Context: an optimization exercise on an open-source flow, tuned for small area. The choices shown serve that exercise and are no tape-out recipe.
At most, simulation tests tie the RTL to the original design; equivalence was not proved.
Power figures rest on the tool's default switching activity, not on a simulated workload.

==> run D: inputs <==
// drs_readout_top
module drs_readout_top (
	input logic AD9222_FCO_P,
	input logic rst,
	input logic trig,
	input logic [drs_readout_pkg::N_CHIP-1:0] drs_srout,
	input logic [drs_readout_pkg::N_CHIP-1:0][drs_readout_pkg::ADC_W-1:0] adc_data,
	input logic tx_full,
	output logic drs_rsrload,
	output logic drs_srclk,
	output logic [7:0] tx_data,
	output logic tx_wr,
	output logic busy
);
==> module sample_buffer, before the edit <==
module sample_buffer (
	input logic AD9222_FCO_P,
	input logic [drs_readout_pkg::N_CHIP-1:0][drs_readout_pkg::ADC_W-1:0] adc_data,
	input logic [drs_readout_pkg::N_CHIP-1:0] drs_srout,
	input logic row_write,
	input logic cell_shift,
	input logic fmt,
	input logic tx_wr,
	input logic [4:0] pos,
	input logic [8:0] byte_cnt,
	output logic [drs_readout_pkg::ADC_W-1:0] rd_word
);
	localparam int HALF = READ_DEPTH / 2;
	logic [READ_DEPTH-1:0][N_CHIP-1:0][ADC_W-1:0] ring;
	logic [N_CHIP-1:0][ADC_W-1:0] stage;
	logic [4:0] row;
	logic [4:0] row_next;
	logic [2:0] chip;
	logic lo_sel;
	logic [4:0] pos_half;
	logic at0_cur, at0_next, at1_cur, at1_next;
	always_ff @(posedge AD9222_FCO_P) begin
		for (int i = 0; i < READ_DEPTH - 1; i++) begin
			ring[i] <= ring[i+1];
		end
		ring[READ_DEPTH-1] <= row_write ? adc_data : ring[0];
	end
	assign row = byte_cnt[8:4];
	assign row_next = row + 5'd1;
	assign chip = byte_cnt[3:1];
	assign lo_sel = byte_cnt[0];
	assign pos_half = (pos < 5'd15) ? pos + 5'd15 : pos - 5'd15;
	assign at0_cur = (pos == row);
	assign at0_next = (pos == row_next);
	assign at1_cur = (pos_half == row);
	assign at1_next = (pos_half == row_next);
	always_ff @(posedge AD9222_FCO_P) begin
		for (int c = 0; c < N_CHIP; c++) begin
			if (cell_shift) begin
				stage[c] <= {stage[c][ADC_W-2:0], drs_srout[c]};
			end else if (fmt) begin
				if (c < chip || (c == chip && lo_sel && tx_wr)) begin
					if (at0_next) begin
						stage[c] <= ring[0][c];
					end else if (at1_next) begin
						stage[c] <= ring[HALF][c];
					end
				end else begin
					if (at0_cur) begin
						stage[c] <= ring[0][c];
					end else if (at1_cur) begin
						stage[c] <= ring[HALF][c];
					end
				end
			end
		end
	end
	assign rd_word = stage[chip];
endmodule
==> module readout_sequencer, before the edit <==
module readout_sequencer (
	input logic AD9222_FCO_P,
	input logic rst,
	input logic trig,
	input logic tx_full,
	output logic drs_rsrload,
	output logic drs_srclk,
	output logic busy,
	output logic tx_wr,
	output logic cell_shift,
	output logic row_write,
	output logic fmt,
	output logic [4:0] pos,
	output logic [8:0] byte_cnt,
	output logic [7:0] event_cnt
);
	localparam logic [2:0] ST_IDLE = 3'd0;
	localparam logic [2:0] ST_RUN0 = 3'd1;
	localparam logic [2:0] ST_RUN1 = 3'd2;
	localparam logic [2:0] ST_FMT = 3'd3;
	localparam logic [2:0] ST_DONE = 3'd4;
	logic [2:0] state;
	logic trig_q;
	logic pos_end;
	logic last_byte;
	assign pos_end = (pos == 5'd29);
	assign last_byte = (byte_cnt[8:4] == 5'd30) & ~byte_cnt[3];
	assign busy = (state != ST_IDLE);
	assign fmt = (state == ST_FMT);
	assign tx_wr = fmt & ~tx_full;
	assign row_write = (state == ST_RUN1);
	assign drs_rsrload = (state == ST_RUN0) & (pos == 5'd3);
	assign drs_srclk = ((state == ST_RUN0) & (pos != 5'd3)) | ((state == ST_RUN1) & (pos <= 5'd12));
	assign cell_shift = (state == ST_RUN0) & (pos >= 5'd4) & (pos <= 5'd13);
	always_ff @(posedge AD9222_FCO_P) begin
		if (state == ST_IDLE) begin
			pos <= 5'd3;
			byte_cnt <= 9'd494;
		end else begin
			pos <= pos_end ? 5'd0 : pos + 5'd1;
			if (tx_wr) begin
				byte_cnt <= byte_cnt + 9'd1;
			end
		end
	end
	always_ff @(posedge AD9222_FCO_P) begin
		if (rst) begin
			state <= ST_IDLE;
			trig_q <= 1'b0;
			event_cnt <= '0;
		end else begin
			trig_q <= trig;
			case (state)
				ST_IDLE: begin
					if (trig & ~trig_q) begin
						state <= ST_RUN0;
					end
				end
				ST_RUN0: begin
					if (pos_end) state <= ST_RUN1;
				end
				ST_RUN1: begin
					if (pos_end) state <= ST_FMT;
				end
				ST_FMT: begin
					if (tx_wr) begin
						if (last_byte) state <= ST_DONE;
					end
				end
				ST_DONE: begin
					event_cnt <= event_cnt + 8'd1;
					state <= ST_IDLE;
				end
				default: begin
					state <= ST_IDLE;
				end
			endcase
		end
	end
endmodule
clock: 10.0 ns
lec_check: 0
cap_margin: 20
core_margin: 2
core_utilization: 70
cts_buf_list: sky130_fd_sc_hd__clkbuf_8
slew_margin: 20
run.sh (not shown) runs the stock make flow with config.mk's settings and CLKGATE_MAP_FILE= SYNTH_SCRIPT=/design/flow/synth_recipe.tcl, a recipe that flattens the netlist after the stock synthesis.
==> run E (differences from run D) <==
--- a/flow/design.v
+++ b/flow/design.v
@@ -134,26 +134,26 @@
 	assign at0_next = (pos == row_next);
 	assign at1_cur = (pos_half == row);
 	assign at1_next = (pos_half == row_next);
-	always_ff @(posedge AD9222_FCO_P) begin
+	logic [N_CHIP-1:0] take;
+	logic [N_CHIP-1:0] sel;
+	logic [N_CHIP-1:0][ADC_W-1:0] stage_d;
+	always_comb begin
 		for (int c = 0; c < N_CHIP; c++) begin
-			if (cell_shift) begin
-				stage[c] <= {stage[c][ADC_W-2:0], drs_srout[c]};
-			end else if (fmt) begin
-				if (c < chip || (c == chip && lo_sel && tx_wr)) begin
-					if (at0_next) begin
-						stage[c] <= ring[0][c];
-					end else if (at1_next) begin
-						stage[c] <= ring[HALF][c];
-					end
-				end else begin
-					if (at0_cur) begin
-						stage[c] <= ring[0][c];
-					end else if (at1_cur) begin
-						stage[c] <= ring[HALF][c];
-					end
-				end
+			if (c < chip || (c == chip && lo_sel && tx_wr)) begin
+				take[c] = fmt & (at0_next | at1_next);
+				sel[c] = cell_shift | (fmt & ~at0_next & at1_next);
+			end else begin
+				take[c] = fmt & (at0_cur | at1_cur);
+				sel[c] = cell_shift | (fmt & ~at0_cur & at1_cur);
 			end
-		end
+			stage_d[c] = ({ADC_W{~take[c] & ~sel[c]}} & stage[c])
+				| ({ADC_W{~take[c] & sel[c]}} & {stage[c][ADC_W-2:0], drs_srout[c]})
+				| ({ADC_W{take[c] & ~sel[c]}} & ring[0][c])
+				| ({ADC_W{take[c] & sel[c]}} & ring[HALF][c]);
+		end
+	end
+	always_ff @(posedge AD9222_FCO_P) begin
+		stage <= stage_d;
 	end
 	assign rd_word = stage[chip];
 endmodule
==> flow/flow/run.sh (new file) <==
#!/bin/bash
# Standard layout, with small port buffers and a leaner clock tree (no dummy loads).
set -euo pipefail
export BUFFER_PORTS_ARGS="-buffer_cell sky130_fd_sc_hd__buf_1"
export CTS_ARGS="-sink_clustering_enable -repair_clock_nets -dont_use_dummy_load -buf_list sky130_fd_sc_hd__clkbuf_8 -sink_buffer_max_cap_derate 0.1 -sink_clustering_size 18 -sink_clustering_max_diameter 50"
bash standard.sh > standard.log 2>&1
==> flow/standard.sh (new file) <==
#!/bin/bash
# synth_recipe.tcl (not shown) runs the flow's synth.tcl, then flattens the netlist and writes it again
# the make line also repeats each setting of config.mk as NAME=value (left out here)
make -C /OpenROAD-flow-scripts/flow DESIGN_CONFIG=/design/flow/config.mk WORK_HOME=/design/flow/orfs CLKGATE_MAP_FILE= SYNTH_SCRIPT=/design/flow/synth_recipe.tcl "${@:-finish}"
Settings changed: CORE_UTILIZATION 70 to 65, CTS_BUF_LIST sky130_fd_sc_hd__clkbuf_8 to default, PLACE_DENSITY from default to 0.75.
removed: flow/run.sh
==> run A (differences from run D) <==
--- a/flow/design.v
+++ b/flow/design.v
@@ -49,26 +49,20 @@
 	assign drs_srclk = ((state == ST_RUN0) & (pos != 5'd3)) | ((state == ST_RUN1) & (pos <= 5'd12));
 	assign cell_shift = (state == ST_RUN0) & (pos >= 5'd4) & (pos <= 5'd13);
 	always_ff @(posedge AD9222_FCO_P) begin
-		if (state == ST_IDLE) begin
-			pos <= 5'd3;
-			byte_cnt <= 9'd494;
-		end else begin
-			pos <= pos_end ? 5'd0 : pos + 5'd1;
-			if (tx_wr) begin
-				byte_cnt <= byte_cnt + 9'd1;
-			end
-		end
-	end
-	always_ff @(posedge AD9222_FCO_P) begin
 		if (rst) begin
 			state <= ST_IDLE;
 			trig_q <= 1'b0;
+			pos <= '0;
+			byte_cnt <= '0;
 			event_cnt <= '0;
 		end else begin
 			trig_q <= trig;
+			pos <= pos_end ? 5'd0 : pos + 5'd1;
 			case (state)
 				ST_IDLE: begin
 					if (trig & ~trig_q) begin
+						pos <= 5'd3;
+						byte_cnt <= 9'd494;
 						state <= ST_RUN0;
 					end
 				end
@@ -80,6 +74,7 @@
 				end
 				ST_FMT: begin
 					if (tx_wr) begin
+						byte_cnt <= byte_cnt + 9'd1;
 						if (last_byte) state <= ST_DONE;
 					end
 				end
Settings changed: CORE_UTILIZATION 70 to 40, CTS_BUF_LIST sky130_fd_sc_hd__clkbuf_8 to default.
==> comparison table <==
metric                                                                                          run E                       run A                       run D
Synth Instances                                                                                 3,661                       3,739                       3,838
Clock slew at reported path FFs                                                               0.10 ns                     0.06 ns                     0.06 ns
Total routing usage reported by global routing                                                  0.186                       0.118                       0.244
Portion of the clock cycle consumed by the worst path in the final layout                       0.561                       0.573                       0.613
Leakage                                                                                       27.7 nW                     31.8 nW                     32.9 nW
Maximum vdd drop                                                                             0.137 mV                    0.169 mV                    0.251 mV
Post-synthesis net count                                                                        3,777                       3,855                       3,954
Wirelength, routed                                                                     95,500 microns             100,000 microns             118,000 microns
Run status                                                                   timing/DRC/antenna clean    timing/DRC/antenna clean    timing/DRC/antenna clean
Hold Startpoint                                                            sample_buffer_i.ring[1694]  sample_buffer_i.ring[1563]  sample_buffer_i.ring[2361]
Global-route met2 utilization                                                                   0.275                       0.172                       0.406
Worst-case hold slack                                                                        0.247 ns                    0.282 ns                    0.272 ns
Wire length on met3                                                                      4820 microns                5370 microns                5140 microns
Fraction of power consumed by the clock network                                                 0.284                       0.460                       0.430
Switching portion of total power                                                                0.196                       0.189                       0.203
Synthesized-area fraction occupied by ao, oa, aoi and oai cells                                0.0338                      0.0158                      0.0192
Only the layout flow was run in run D; the RTL was not checked for function there.

==> what the ideal ports hide <==
The results above use ideal ports. As a check the final layouts listed here were re-extracted and re-timed, cells and wires unchanged.
Step 1: set_driving_cell puts a clkbuf_16 on AD9222_FCO_P and a buf_2 on each other input, an assumption about the parent block.
Step 2 times the ports against the registers' clock, not the clock port: input delays grow and output delays shrink by t, the midpoint of the rising clock arrivals with the driver on.
a / b / c = no drivers / after step 1 / after step 2; a / b = the first two.
| run | shift t [ns] | setup WS [ns] | worst setup path at the end | worst register clock-pin slew, ns | pins driven straight from the clock port |
|---|---|---|---|---|---|
| run D | 1.024 | 3.872 / 3.805 / 4.070 | input to output | 0.07 / 0.07 | 1 |
| run E | 0.884 | 4.388 / 4.325 / 4.990 | input to output | 0.11 / 0.11 | 1 |
| run A | 0.929 | 4.269 / 4.193 / 4.333 | input to output | 0.07 / 0.07 | 1 |
After both steps every run listed still meets setup and hold.
